This design comes from an exercise in tuning for small area, a short achievable clock period and few clock cycles per item on the open sky130 flow, not from production work.
Where RTL was checked, it was by simulation tests only, not by an equivalence proof against the original.
No activity file was given, so power comes from the tool's default toggle rates.

==> job 6060: inputs <==
// delimiter_text_splitter_core
module delimiter_text_splitter_core (
    input  logic        aclk,
    input  logic        aresetn,
    input  logic        cfg_we,
    input  logic [2:0]  cfg_addr,
    input  logic [31:0] cfg_wdata,
    input  logic        s_tvalid,
    output logic        s_tready,
    input  logic [7:0]  s_tdata,    
    input  logic        s_tlast,
    output logic        m_tvalid,
    input  logic        m_tready,
    output logic [47:0] m_tdata,    
    output logic [3:0]  m_tuser,    
    output logic        m_tlast
);
    logic [127:0] cfg_bytes;
    logic [11:0]  cfg_lens;
    logic [2:0]   cfg_count;
    logic [11:0]  leff;
    logic [5:0]   cfg_en;
    logic [31:0]  cfg_d0, cfg_d1, cfg_d2, cfg_d3;
    logic [11:0]  cfg_d4;
    logic [2:0]   cfg_d5;
    always_comb begin
        for (int k = 0; k < 6; k++) begin
            cfg_en[k] = !aresetn || (cfg_we && cfg_addr == 3'(k));
        end
        cfg_d0 = aresetn ? cfg_wdata : 32'h0000_0A0A;
        cfg_d1 = aresetn ? cfg_wdata : 32'h0000_000A;
        cfg_d2 = aresetn ? cfg_wdata : 32'h0000_0009;
        cfg_d3 = aresetn ? cfg_wdata : 32'h0000_202E;
        cfg_d4 = aresetn ? cfg_wdata[11:0] : 12'o2112;
        cfg_d5 = aresetn ? cfg_wdata[2:0] : 3'd3;
    end
    always_ff @(posedge aclk) begin
        if (cfg_en[0]) cfg_bytes[31:0]   <= cfg_d0;
        if (cfg_en[1]) cfg_bytes[63:32]  <= cfg_d1;
        if (cfg_en[2]) cfg_bytes[95:64]  <= cfg_d2;
        if (cfg_en[3]) cfg_bytes[127:96] <= cfg_d3;
        if (cfg_en[4]) cfg_lens          <= cfg_d4;
        if (cfg_en[5]) cfg_count         <= cfg_d5;
    end
    always_comb begin
  ...
==> flow/config.mk <==
export PLATFORM = sky130hd
export DESIGN_NAME = delimiter_text_splitter_core
export DESIGN_NICKNAME = delimiter_text_splitter_core
export VERILOG_FILES = /design/flow/design.v
export SDC_FILE = /design/flow/constraint.sdc
export NUM_CORES = 4
export LEC_CHECK = 0
export CAP_MARGIN = 20
export CORE_MARGIN = 2
export CORE_UTILIZATION = 50
export CTS_CLUSTER_DIAMETER = 80
export CTS_CLUSTER_SIZE = 24
export SLEW_MARGIN = 20
==> flow/constraint.sdc <==
create_clock -name core_clock -period 16.0 [get_ports {aclk}]
set_input_delay 3.2000 -clock core_clock [delete_from_list [all_inputs] [get_ports {aclk}]]
set_output_delay 3.2000 -clock core_clock [all_outputs]
set_load 0.01 [all_outputs]
standard.sh (not shown) runs the stock make flow with config.mk's settings and CLKGATE_MAP_FILE= SYNTH_SCRIPT=/design/flow/synth_recipe.tcl, a recipe that flattens the netlist after the stock synthesis.
==> flow/flow/run.sh <==
#!/bin/bash
# The standard layout with buf_2 port buffers, and timing repair aimed at a
# setup slack well above zero so that the layout's paths get sized for speed.
set -euo pipefail
bash standard.sh BUFFER_PORTS_ARGS="-buffer_cell sky130_fd_sc_hd__buf_2" SETUP_SLACK_MARGIN=11.6 TNS_END_PERCENT=100 finish > standard_flow.log 2>&1
==> job 5420 (differences from job 6060) <==
==> flow/flow/run.sh (replaced) <==
#!/bin/bash
# The standard layout with buf_2 port buffers, and timing repair aimed at a
# setup slack well above zero so that the layout's paths get sized for speed.
set -euo pipefail
bash standard.sh BUFFER_PORTS_ARGS="-buffer_cell sky130_fd_sc_hd__buf_2" SETUP_SLACK_MARGIN=11.9 TNS_END_PERCENT=100 finish > standard_flow.log 2>&1
Settings changed: CORE_UTILIZATION 50 to 25.
==> comparison <==
Area after synthesis is the same in job 5420 and job 6060.
Routed wire length: job 6060 is lower than job 5420 (6.0%).
Sequential cell count is the same in job 5420 and job 6060.
In synthesized cell count, job 5420 and job 6060 do not differ.
Job 5420 went through all stages and came out clean. Job 6060 completed without violations.
Maximum frequency is about the same in job 5420 and job 6060.
Of job 5420 and job 6060, job 6060 has the higher count of clock-buffer cells in the layout (gap 4).
Between job 5420 and job 6060, the lower register-to-register slack is in job 6060 (gap 0.21 ns).
==> figures <==
quantity                                             job 5420      job 6060
Placed cell area                                 0.0158 sq mm  0.0152 sq mm
Status                       no timing/DRC/antenna violations  no timing/DRC/antenna violations
Resize count post-CTS                                      46            23
Total routed wirelength                               33.0 mm       31.0 mm
Crit path arrival time                                1.11 ns       1.12 ns
Count of nets after finishing                           1,416         1,394
Switching power total                                  398 uW        387 uW
Met2 demand-to-capacity share in global routing         0.182         0.369
Die height                                             243 um        173 um
Cell area after layout                           0.0169 sq mm  0.0161 sq mm
Iter 0 DRT Violations                                     660           480
Highest achievable clock rate                         232 MHz       232 MHz
Final worst slack                                    11.69 ns      11.68 ns
Internal Power                                        1.20 mW       1.21 mW
Number of tap instances                                   756           378
Testbench counts of job 6060, summed over its fixed seeds: cycles 169,958, bytes 166,651.
Testbench counts of job 5420, summed over its fixed seeds: cycles 169,958, bytes 166,651.


==> trial 88: inputs <==
delimiter_text_splitter_core again, from the RTL that the note above started with.
Settings: LEC_CHECK=0, CAP_MARGIN=20, CORE_MARGIN=2, CORE_UTILIZATION=65, CTS_CLUSTER_DIAMETER=80, CTS_CLUSTER_SIZE=24, SLEW_MARGIN=20; clock period 16.0 ns.
==> flow/flow/run.sh <==
#!/bin/bash
# The standard layout with buf_2 port buffers, and timing repair aimed at a
# setup slack well above zero so that the layout's paths get sized for speed.
set -euo pipefail
bash standard.sh BUFFER_PORTS_ARGS="-buffer_cell sky130_fd_sc_hd__buf_2" SETUP_SLACK_MARGIN=11.9 TNS_END_PERCENT=100 finish > standard_flow.log 2>&1
==> trial 5: changes against trial 88 <==
Settings changed: CORE_UTILIZATION 65 to 60, CTS_CLUSTER_SIZE 24 to 28.
==> summary of the runs <==
- Trial 88 completed with no timing, DRC or antenna violations. Trial 5 finished clean.
- In area after synthesis, trial 5 and trial 88 do not differ.
- Between trial 88 and trial 5, the lower setup slack is in trial 5 (gap 3.9 ps).
- Of trial 88 and trial 5, trial 5 has the higher total power (gap 0.33%, measured against trial 5).
- In trial 88 the sequential share of layout area is higher than in trial 5, by 0.28 points.
- Between trial 88 and trial 5, the lower count of clock-buffer cells in the layout is in trial 5 (gap 5).
- In sequential cell count, trial 88 and trial 5 do not differ.
Testbench counts of trial 88, summed over its fixed seeds: cycles 169,958, bytes 166,651.
Testbench counts of trial 5, summed over its fixed seeds: cycles 169,958, bytes 166,651.


==> v26 <==
Another version of the RTL of delimiter_text_splitter_core (not shown whole).
==> flow/config.mk <==
export PLATFORM = sky130hd
export DESIGN_NAME = delimiter_text_splitter_core
export DESIGN_NICKNAME = delimiter_text_splitter_core
export VERILOG_FILES = /design/flow/design.v
export SDC_FILE = /design/flow/constraint.sdc
export NUM_CORES = 4
export LEC_CHECK = 0
export CAP_MARGIN = 20
export CORE_MARGIN = 2
export CORE_UTILIZATION = 25
export SLEW_MARGIN = 20
==> flow/constraint.sdc <==
create_clock -name core_clock -period 16.0 [get_ports {aclk}]
set_input_delay 3.2000 -clock core_clock [delete_from_list [all_inputs] [get_ports {aclk}]]
set_output_delay 3.2000 -clock core_clock [all_outputs]
set_load 0.01 [all_outputs]
==> flow/flow/run.sh <==
#!/bin/bash
# The standard layout with buf_2 port buffers, and timing repair aimed at a
# setup slack well above zero so that the layout's paths get sized for speed.
set -euo pipefail
bash standard.sh BUFFER_PORTS_ARGS="-buffer_cell sky130_fd_sc_hd__buf_2" SETUP_SLACK_MARGIN=12.0 TNS_END_PERCENT=100 finish > standard_flow.log 2>&1
==> inputs of v7, as changes to v26 <==
--- a/flow/design.v
+++ b/flow/design.v
@@ -78,18 +78,13 @@
         end
     end
     logic        rdy_q;                  
     logic        in_v, in_l, sk_l;
     logic [7:0]  in_d, sk_d;
-    logic [31:0] rb;                     
-    logic [3:0]  rv, rl;                 
-    logic        mr_match;               
-    logic [1:0]  mr_num;
-    logic [2:0]  mr_len;
-    logic [20:0] qr;
-    logic        near;
-    logic [2:0]  pr;
+    logic [23:0] rb;                     
+    logic [2:0]  rv, rl;                 
+    logic [20:0] pos;                    
     logic [1:0]  skip;
     logic [1:0]  hrun;                   
     logic        o_v;
     logic [19:0] o_off;
     logic [20:0] o_len;
@@ -100,99 +95,88 @@
     logic [3:0]  avail_ge;
     logic        match;
     logic [1:0]  mnum;
     logic [2:0]  mlen;
     logic        hit, produce, fin, dbl;
+    logic        near;
+    logic [2:0]  pr, qlo;
+    logic [20:0] q;
     logic [2:0]  lx;
     logic        t_tl;
     logic [20:0] t_end;
     logic [21:0] d0, len_raw;
     logic [20:0] t_len;
-    assign flush = !in_v && (rv[3] ? rl[3] : rv[2] ? rl[2] : rv[1] ? rl[1] : rv[0] && rl[0]);
-    assign avail_ge = {!(rl[1] || rl[2] || rl[3]), !(rl[1] || rl[2]), !rl[1], 1'b1};
+    assign flush = !in_v && (rv[2] ? rl[2] : rv[1] ? rl[1] : rv[0] && rl[0]);
+    assign avail_ge = {!(rl[0] || rl[1] || rl[2]), !(rl[0] || rl[1]), !rl[0], 1'b1};
     dts_match u_match (
-        .w         ({in_d, rb[31:8]}),
+        .w         ({in_d, rb}),
         .avail_ge  (avail_ge),
         .cfg_bytes (cfg_bytes),
         .leff      (leff),
         .match     (match),
         .num       (mnum),
         .len       (mlen)
     );
-    assign hit     = rv[0] && skip == 2'd0 && mr_match;
-    assign produce = rv[0] && (skip == 2'd0 && mr_match || rl[0]);
+    assign hit     = rv[0] && skip == 2'd0 && match;
+    assign produce = rv[0] && (skip == 2'd0 && match || rl[0]);
     assign fin     = rl[0] && !(hit && hrun != 2'd3);
     assign dbl     = rl[0] && hit && hrun != 2'd3;
     assign ok        = !produce || !o_v || (m_tready && !o_dbl);
     assign step      = (in_v || flush) && ok;
     assign main_free = !in_v || ok;
     always_comb begin
         logic [2:0] a4;                  
+        a4   = rl[0] ? 3'd3 : rl[1] ? 3'd2 : rl[2] ? 3'd1 : 3'd0;
+        near = pos[20] || (&pos[19:2]);
+        pr   = pos[20] ? 3'd4 : {1'b0, pos[1:0]};
+        qlo  = (pr > a4) ? a4 : pr;
+        q    = near ? {19'h3FFFF, qlo[1:0]} : pos;
+        t_tl = near && (pr > a4);
+        lx   = hit ? mlen : 3'd1;
+    end
+    always_comb begin
         logic [2:0] s3;
         logic [2:0] t3;
-        a4      = rl[0] ? 3'd3 : rl[1] ? 3'd2 : rl[2] ? 3'd1 : 3'd0;
-        t_tl    = near && (pr > a4);
-        lx      = hit ? mr_len : 3'd1;
-        d0      = {1'b0, qr} - {2'b00, nstart};
-        s3      = {1'b0, d0[1:0]} + lx;
+        d0    = {1'b0, q} - {2'b00, nstart};
+        s3    = {1'b0, d0[1:0]} + lx;
         len_raw = {s3[2] ? d0[21:2] + 20'd1 : d0[21:2], s3[1:0]};
-        t_len   = len_raw[21] ? 21'd0 : len_raw[20:0];
-        t3      = {1'b0, qr[1:0]} + lx;
-        t_end   = {t3[2] ? qr[20:2] + 19'd1 : qr[20:2], t3[1:0]};
-    end
-    logic [20:0] qr_nx;
-    logic        near_nx;
-    logic [2:0]  pr_nx;
-    always_comb begin
-        logic [2:0] a4n;
-        logic [2:0] qlo;
-        a4n = rl[1] ? 3'd3 : rl[2] ? 3'd2 : rl[3] ? 3'd1 : 3'd0;
-        if (rv[0] && !rl[0]) begin
-            near_nx = near || qr == 21'h0FFFFB;
-            pr_nx   = !near ? 3'd0 : (pr == 3'd4) ? 3'd4 : pr + 3'd1;
-        end else begin
-            near_nx = 1'b0;
-            pr_nx   = 3'd0;
-        end
-        qlo = (pr_nx > a4n) ? a4n : pr_nx;
-        if (near_nx) begin
-            qr_nx = {19'h3FFFF, qlo[1:0]};
-        end else if (rv[0] && !rl[0]) begin
-            qr_nx = qr + 21'd1;
-        end else begin
-            qr_nx = '0;
-        end
+        t_len = len_raw[21] ? 21'd0 : len_raw[20:0];
+        t3    = {1'b0, q[1:0]} + lx;
+        t_end = {t3[2] ? q[20:2] + 19'd1 : q[20:2], t3[1:0]};
     end
     always_ff @(posedge aclk) begin
         if (!aresetn) begin
-            rv <= '0;
+            rv   <= '0;
+            rl   <= '0;
+            pos  <= '0;
+            skip <= '0;
+            hrun <= '0;
         end else if (step) begin
-            rv <= {in_v, rv[3:1]};
-        end
-    end
-    always_ff @(posedge aclk) begin
-        if (step) begin
-            rb   <= {in_d, rb[31:8]};
-            rl   <= {in_v && in_l, rl[3:1]};
-            mr_match <= match;
-            mr_num   <= mnum;
-            mr_len   <= mlen;
-            qr   <= qr_nx;
-            near <= near_nx;
-            pr   <= pr_nx;
-            if (!rv[0]) begin
-                skip <= '0;
-            end else if (skip != 2'd0) begin
-                skip <= skip - 2'd1;
-            end else if (mr_match) begin
-                skip <= 2'(mr_len - 3'd1);
+            rv <= {in_v, rv[2:1]};
+            rl <= {in_v && in_l, rl[2:1]};
+            if (rv[0] && !rl[0]) begin
+                pos <= pos[20] ? pos : pos + 21'd1;
+            end else begin
+                pos <= '0;
+            end
+            if (rv[0]) begin
+                if (skip != 2'd0) begin
+                    skip <= skip - 2'd1;
+                end else if (match) begin
+                    skip <= 2'(mlen - 3'd1);
+                end
             end
             if (!rv[0] || rl[0] || !hit) begin
                 hrun <= '0;
             end else if (hrun != 2'd3) begin
                 hrun <= hrun + 2'd1;
             end
+        end
+    end
+    always_ff @(posedge aclk) begin
+        if (step) begin
+            rb <= {in_d, rb[23:8]};
         end
     end
     always_ff @(posedge aclk) begin
         if (!aresetn) begin
             in_v  <= 1'b0;
@@ -223,11 +207,11 @@
             if (load) begin
                 o_v    <= 1'b1;
                 o_off  <= nstart;
                 o_len  <= t_len;
                 o_hit  <= hit;
-                o_num  <= hit ? mr_num : 2'd0;
+                o_num  <= hit ? mnum : 2'd0;
                 o_tl   <= t_tl;
                 o_fin  <= fin;
                 o_dbl  <= dbl;
                 o_top  <= t_end[20];
                 nstart <= fin ? 20'd0 : (t_end[20] ? 20'hFFFFF : t_end[19:0]);
==> flow/run.sh (new file) <==
#!/bin/bash
# synth_recipe.tcl (not shown) runs the flow's synth.tcl, then flattens the netlist and writes it again
# the make line also repeats each setting of config.mk as NAME=value (left out here)
make -C /OpenROAD-flow-scripts/flow DESIGN_CONFIG=/design/flow/config.mk WORK_HOME=/design/flow/orfs CLKGATE_MAP_FILE= SYNTH_SCRIPT=/design/flow/synth_recipe.tcl finish
--- a/flow/config.mk
+++ b/flow/config.mk
@@ -6,6 +6,7 @@
 export NUM_CORES = 4
 export LEC_CHECK = 0
 export CAP_MARGIN = 20
 export CORE_MARGIN = 2
 export CORE_UTILIZATION = 25
+export CTS_BUF_LIST = sky130_fd_sc_hd__clkbuf_4 sky130_fd_sc_hd__clkbuf_8
 export SLEW_MARGIN = 20
removed: flow/flow/run.sh
removed: flow/standard.sh
==> comparison table <==
Clock sink count: v26 299; v7 287
WL met3: v26 1.89 mm; v7 1.98 mm
Clock period minus worst slack: v26 4.42 ns; v7 6.16 ns
Status: v26 no timing/DRC/antenna violations; v7 no timing/DRC/antenna violations
Antenna violations before repair: v26 0; v7 2
Smallest setup slack after layout: v26 11.58 ns; v7 9.84 ns
Signal buffers: v26 161; v7 110
Area fraction of clock buffers and clock inverters: v26 5.50%; v7 6.36%
Sequential power: v26 0.947 mW; v7 0.880 mW
Ratio of cells with drive above 1 in the final layout: v26 23.5%; v7 10.6%
Comb_multi_in: v26 831; v7 881
Number of global-route vias before repair: v26 9,799; v7 10,200
Global placer's final weighted congestion: v26 0.847; v7 0.865
Cell with the largest stage delay on the worst path: v26 edfxtp_1; v7 dfxtp_1
Seq cells: v26 299; v7 287
Uppermost routed layer: v26 met4; v7 met5
Vias per std cell: v26 4.58; v7 4.58
Synth-to-Final Area Change: v26 24.8%; v7 20.3%
Effective utilization at floorplan: v26 25.2%; v7 25.4%
Post-detailed-placement cell area: v26 16,300 sq um; v7 16,100 sq um
Testbench counts of v26, summed over its fixed seeds: cycles 167,081, bytes 166,651.
The RTL of v7 was laid out without a check of its function.

## port drivers added, routing unchanged
The results above use ideal ports. As a check the final layouts listed here were re-extracted and re-timed, cells and wires unchanged. Step 1, drivers: a clkbuf_16 drives aclk and a buf_2 each remaining input, both assumed. Step 2 times the ports against the registers' clock, not the clock port: input delays grow and output delays shrink by t, the midpoint of the rising clock arrivals with the driver on. Three values: ideal, step 1, step 2; two values: the first two.
run	t (ns)	setup slack, ns	hold slack, ns	clock arrival spread, ns	pins driven straight from the clock port
job 6060	0.565	11.681 / 11.627 / 11.248	0.461 / 0.461 / 0.461	0.017 / 0.017	1
job 5420	0.576	11.689 / 11.637 / 11.480	0.476 / 0.476 / 0.476	0.019 / 0.020	1
trial 88	0.544	11.733 / 11.686 / 11.447	0.479 / 0.479 / 0.479	0.027 / 0.027	1
trial 5	0.553	11.729 / 11.682 / 11.429	0.472 / 0.472 / 0.472	0.019 / 0.019	1
v26	0.632	11.577 / 11.528 / 11.022	0.473 / 0.473 / 0.473	0.044 / 0.044	1
v7	0.669	9.842 / 9.842 / 9.842	0.472 / 0.472 / 0.472	0.027 / 0.028	1
After both steps setup and hold are still met in every run listed. The setup slack of v26, which loses most, moves by -0.049 ns with the drivers and by -0.555 ns with both steps.
